Background: an optimization exercise with open tools, aiming at small area, a short achievable clock period and few clock cycles. Do not read the settings as production practice. Function was checked by simulation only, so behaviour that the tests miss may differ from the original. No activity file was given, so power comes from the tool's default toggle rates.

==> branch willow <==
// hashCpu
module hashCpu (
    input  wire logic                          clk,
    input  wire logic                          reset,
    input  wire logic                          instrReq,
    input  wire logic [31:0]                   instr,     
    output logic                               instrAck,
    output logic [hashCpuPkg::DATA_W-1:0]      result
);
    localparam int SPLIT_LVL = 3;
    logic [hashCpuPkg::REG_ADDR_W-1:0] wrAddr;
    logic                              wrEn;
    logic [hashCpuPkg::DATA_W-1:0]     rdDataAN;
    logic [hashCpuPkg::DATA_W-1:0]     rdDataBN;
    logic [hashCpuPkg::DATA_W-1:0]     rdDataCN;
    logic [7:0]                        truthTab;
    logic [hashCpuPkg::DATA_W-1:0]     funcResult;
    logic [hashCpuPkg::DATA_W-1:0]     immExt;
    logic                              useImm;
    logic                              subtract;
    logic [1:0]                        mode;
    logic                              shiftLeft;
    logic [hashCpuPkg::SHAMT_W-1:0]    shamt;
    logic [hashCpuPkg::DATA_W-1:0]     halfSum;
    logic [hashCpuPkg::DATA_W-1:0]     grpGen;
    logic [hashCpuPkg::DATA_W-1:0]     grpProp;
    logic                              isAdd;
    logic                              isSlt;
    logic                              sltSignA;
    logic                              sltSameSign;
    logic [hashCpuPkg::DATA_W-1:0]     halfSumQ;
    logic [hashCpuPkg::DATA_W-1:0]     grpGenQ;
    logic [hashCpuPkg::DATA_W-1:0]     grpPropQ;
    logic                              isAddQ;
    logic                              isSltQ;
  ...
==> module rdSel32, before the edit <==
module rdSel32 (
    input  wire logic [hashCpuPkg::NUM_REGS-1:0] data,
    input  wire logic [hashCpuPkg::NUM_REGS-1:0] sel,
    output logic                                 outN
);
    logic [10:0] grpN;
    for (genvar g = 0; g < 10; g++) begin : g_grp
        aoi222 u_aoi (
            .a0(data[3*g+1]), .s0(sel[3*g+1]),
            .a1(data[3*g+2]), .s1(sel[3*g+2]),
            .a2(data[3*g+3]), .s2(sel[3*g+3]),
            .y (grpN[g])
        );
    end
    assign grpN[10] = ~(data[31] & sel[31]);
    logic [3:0] part;
    logic [1:0] partN;
    nand3g u_part0 (.a(grpN[0]), .b(grpN[1]), .c(grpN[2]),  .y(part[0]));
    nand3g u_part1 (.a(grpN[3]), .b(grpN[4]), .c(grpN[5]),  .y(part[1]));
    nand3g u_part2 (.a(grpN[6]), .b(grpN[7]), .c(grpN[8]),  .y(part[2]));
    nand2g u_part3 (.a(grpN[9]), .b(grpN[10]), .y(part[3]));
    nor2g  u_half0 (.a(part[0]), .b(part[1]), .y(partN[0]));
    nor2g  u_half1 (.a(part[2]), .b(part[3]), .y(partN[1]));
    and2g  u_out   (.a(partN[0]), .b(partN[1]), .y(outN));
endmodule
==> module nand2g, before the edit <==
module nand2g (
    input  wire logic a,
    input  wire logic b,
    output logic      y
);
    assign y = ~(a & b);
endmodule
==> module nor2g, before the edit <==
module nor2g (
    input  wire logic a,
    input  wire logic b,
    output logic      y
);
    assign y = ~(a | b);
endmodule
==> module and2g, before the edit <==
module and2g (
    input  wire logic a,
    input  wire logic b,
    output logic      y
);
    assign y = a & b;
endmodule
Settings: LEC_CHECK=0, CAP_MARGIN=20, CELL_PAD_IN_SITES_DETAIL_PLACEMENT=1, CELL_PAD_IN_SITES_GLOBAL_PLACEMENT=1, CORE_MARGIN=2, CORE_UTILIZATION=45, CTS_BUF_LIST=sky130_fd_sc_hd__clkbuf_8, CTS_CLUSTER_DIAMETER=60, CTS_CLUSTER_SIZE=16, SETUP_SLACK_MARGIN=4.0, SLEW_MARGIN=20, SYNTH_HIERARCHICAL=1, TNS_END_PERCENT=0; clock period 8.0 ns.
run.sh (not shown) runs the stock make flow with config.mk's settings and CLKGATE_MAP_FILE= SYNTH_SCRIPT=/design/flow/synth_recipe.tcl, a recipe that flattens the netlist after the stock synthesis.
==> inputs of branch raven, as changes to branch willow <==
--- a/flow/design.v
+++ b/flow/design.v
@@ -260,11 +260,7 @@
     assign grpN[10] = ~(data[31] & sel[31]);
-    logic [3:0] part;
-    logic [1:0] partN;
-    nand3g u_part0 (.a(grpN[0]), .b(grpN[1]), .c(grpN[2]),  .y(part[0]));
-    nand3g u_part1 (.a(grpN[3]), .b(grpN[4]), .c(grpN[5]),  .y(part[1]));
-    nand3g u_part2 (.a(grpN[6]), .b(grpN[7]), .c(grpN[8]),  .y(part[2]));
-    nand2g u_part3 (.a(grpN[9]), .b(grpN[10]), .y(part[3]));
-    nor2g  u_half0 (.a(part[0]), .b(part[1]), .y(partN[0]));
-    nor2g  u_half1 (.a(part[2]), .b(part[3]), .y(partN[1]));
-    and2g  u_out   (.a(partN[0]), .b(partN[1]), .y(outN));
+    logic [2:0] part;
+    nand4g u_part0 (.a(grpN[0]), .b(grpN[1]), .c(grpN[2]),  .d(grpN[3]), .y(part[0]));
+    nand4g u_part1 (.a(grpN[4]), .b(grpN[5]), .c(grpN[6]),  .d(grpN[7]), .y(part[1]));
+    nand3g u_part2 (.a(grpN[8]), .b(grpN[9]), .c(grpN[10]), .y(part[2]));
+    nor3g  u_out   (.a(part[0]), .b(part[1]), .c(part[2]),  .y(outN));
 endmodule
@@ -281,24 +277,20 @@
 endmodule
-module nand2g (
-    input  wire logic a,
-    input  wire logic b,
-    output logic      y
-);
-    assign y = ~(a & b);
-endmodule
-module nor2g (
+module nand4g (
     input  wire logic a,
     input  wire logic b,
+    input  wire logic c,
+    input  wire logic d,
     output logic      y
 );
-    assign y = ~(a | b);
+    assign y = ~(a & b & c & d);
 endmodule
-module and2g (
+module nand3g (
     input  wire logic a,
     input  wire logic b,
+    input  wire logic c,
     output logic      y
 );
-    assign y = a & b;
+    assign y = ~(a & b & c);
 endmodule
-module nand3g (
+module nor3g (
     input  wire logic a,
@@ -308,3 +300,3 @@
 );
-    assign y = ~(a & b & c);
+    assign y = ~(a | b | c);
 endmodule
==> comparison table <==
Outcome: branch raven no timing/DRC/antenna violations; branch willow no timing/DRC/antenna violations
Routability congestion estimate: branch raven 1.01; branch willow 1.07
Initial cell density of the core: branch raven 0.452; branch willow 0.453
Fraction of layout cells with a size suffix above 1: branch raven 0.294; branch willow 0.311
Overall Power: branch raven 14500 uW; branch willow 14700 uW
Placeable core area: branch raven 123000 um^2; branch willow 124000 um^2
Count of buffering cells on the critical path with inverters included: branch raven 5; branch willow 4
Switching power of the nets: branch raven 4820 uW; branch willow 4880 uW
Die X-Extent: branch raven 356 um; branch willow 357 um
Drt total wl: branch raven 319000 um; branch willow 316000 um
Count of non-CTS buffers in the layout: branch raven 699; branch willow 702
Global-route wire length before repair: branch raven 424000 um; branch willow 422000 um
Inserted Diodes: branch raven 6; branch willow 22
Fill count: branch raven 11700; branch willow 12000
Total power per unit cell area: branch raven 211 nW/um^2; branch willow 208 nW/um^2
Final-layout clock-cell area share: branch raven 0.0343; branch willow 0.0353
Endpoint arrival time on the critical path: branch raven 5.32 ns; branch willow 5.22 ns
Flop pwr share: branch raven 0.517; branch willow 0.511
Non-clock buffer contribution to total cell area: branch raven 0.0999; branch willow 0.0990
Beginning of the worst register-to-register path: branch raven u_ctrl.g_rotLo[2].u_rotLoReg.q[0]; branch willow u_regFile.regs[444]
Die H: branch raven 356 um; branch willow 357 um
Critical register-to-register path endpoint: branch raven u_regFile.regs[695]; branch willow u_ctrl.halfSumQ[28]
Largest net degree at the start of global routing: branch raven 75; branch willow 65
Gate Count Post-Synth: branch raven 3912; branch willow 4200
Sum of met3 wire segment lengths after detailed routing: branch raven 54900 um; branch willow 54400 um
Share of the clock period used by the worst path: branch raven 0.590; branch willow 0.577
Layout Skew: branch raven 0.0581 ns; branch willow 0.0867 ns
Testbench counts of branch willow, summed over its fixed seeds: cycles 32,000.
Testbench counts of branch raven, summed over its fixed seeds: cycles 32,000.

separate check: timing with driven ports:
The flow's constraints put no driver on any port. The routed layouts listed below were extracted and timed again, unchanged, in two steps. Step 1 sets driving cells, clkbuf_16 on the clock port and buf_2 on the other inputs (assumed; they add their load-dependent delay and slew). Step 2 moves the port delays by t, midway between the first and last clock arrival at a register: inputs arrive t later, outputs are due t later. That takes back most of the time a late clock gives input paths. Three values: ideal ports, drivers, drivers and shift; two values: the first two.
run | t, ns | slack for setup (ns) | worst setup path at the end | latest minus earliest clock arrival (ns) | worst data-port slew with drivers (ns)
branch willow | 0.971 | 3.382 / 3.439 / 2.469 | input to register | 0.087 / 0.087 | 0.06
branch raven | 0.977 | 3.276 / 3.264 / 2.287 | input to register | 0.067 / 0.067 | 0.13
After both steps every run listed still meets setup and hold. For branch raven, which loses most, drivers alone change the setup slack by -0.012 ns; drivers and shift together by -0.989 ns.
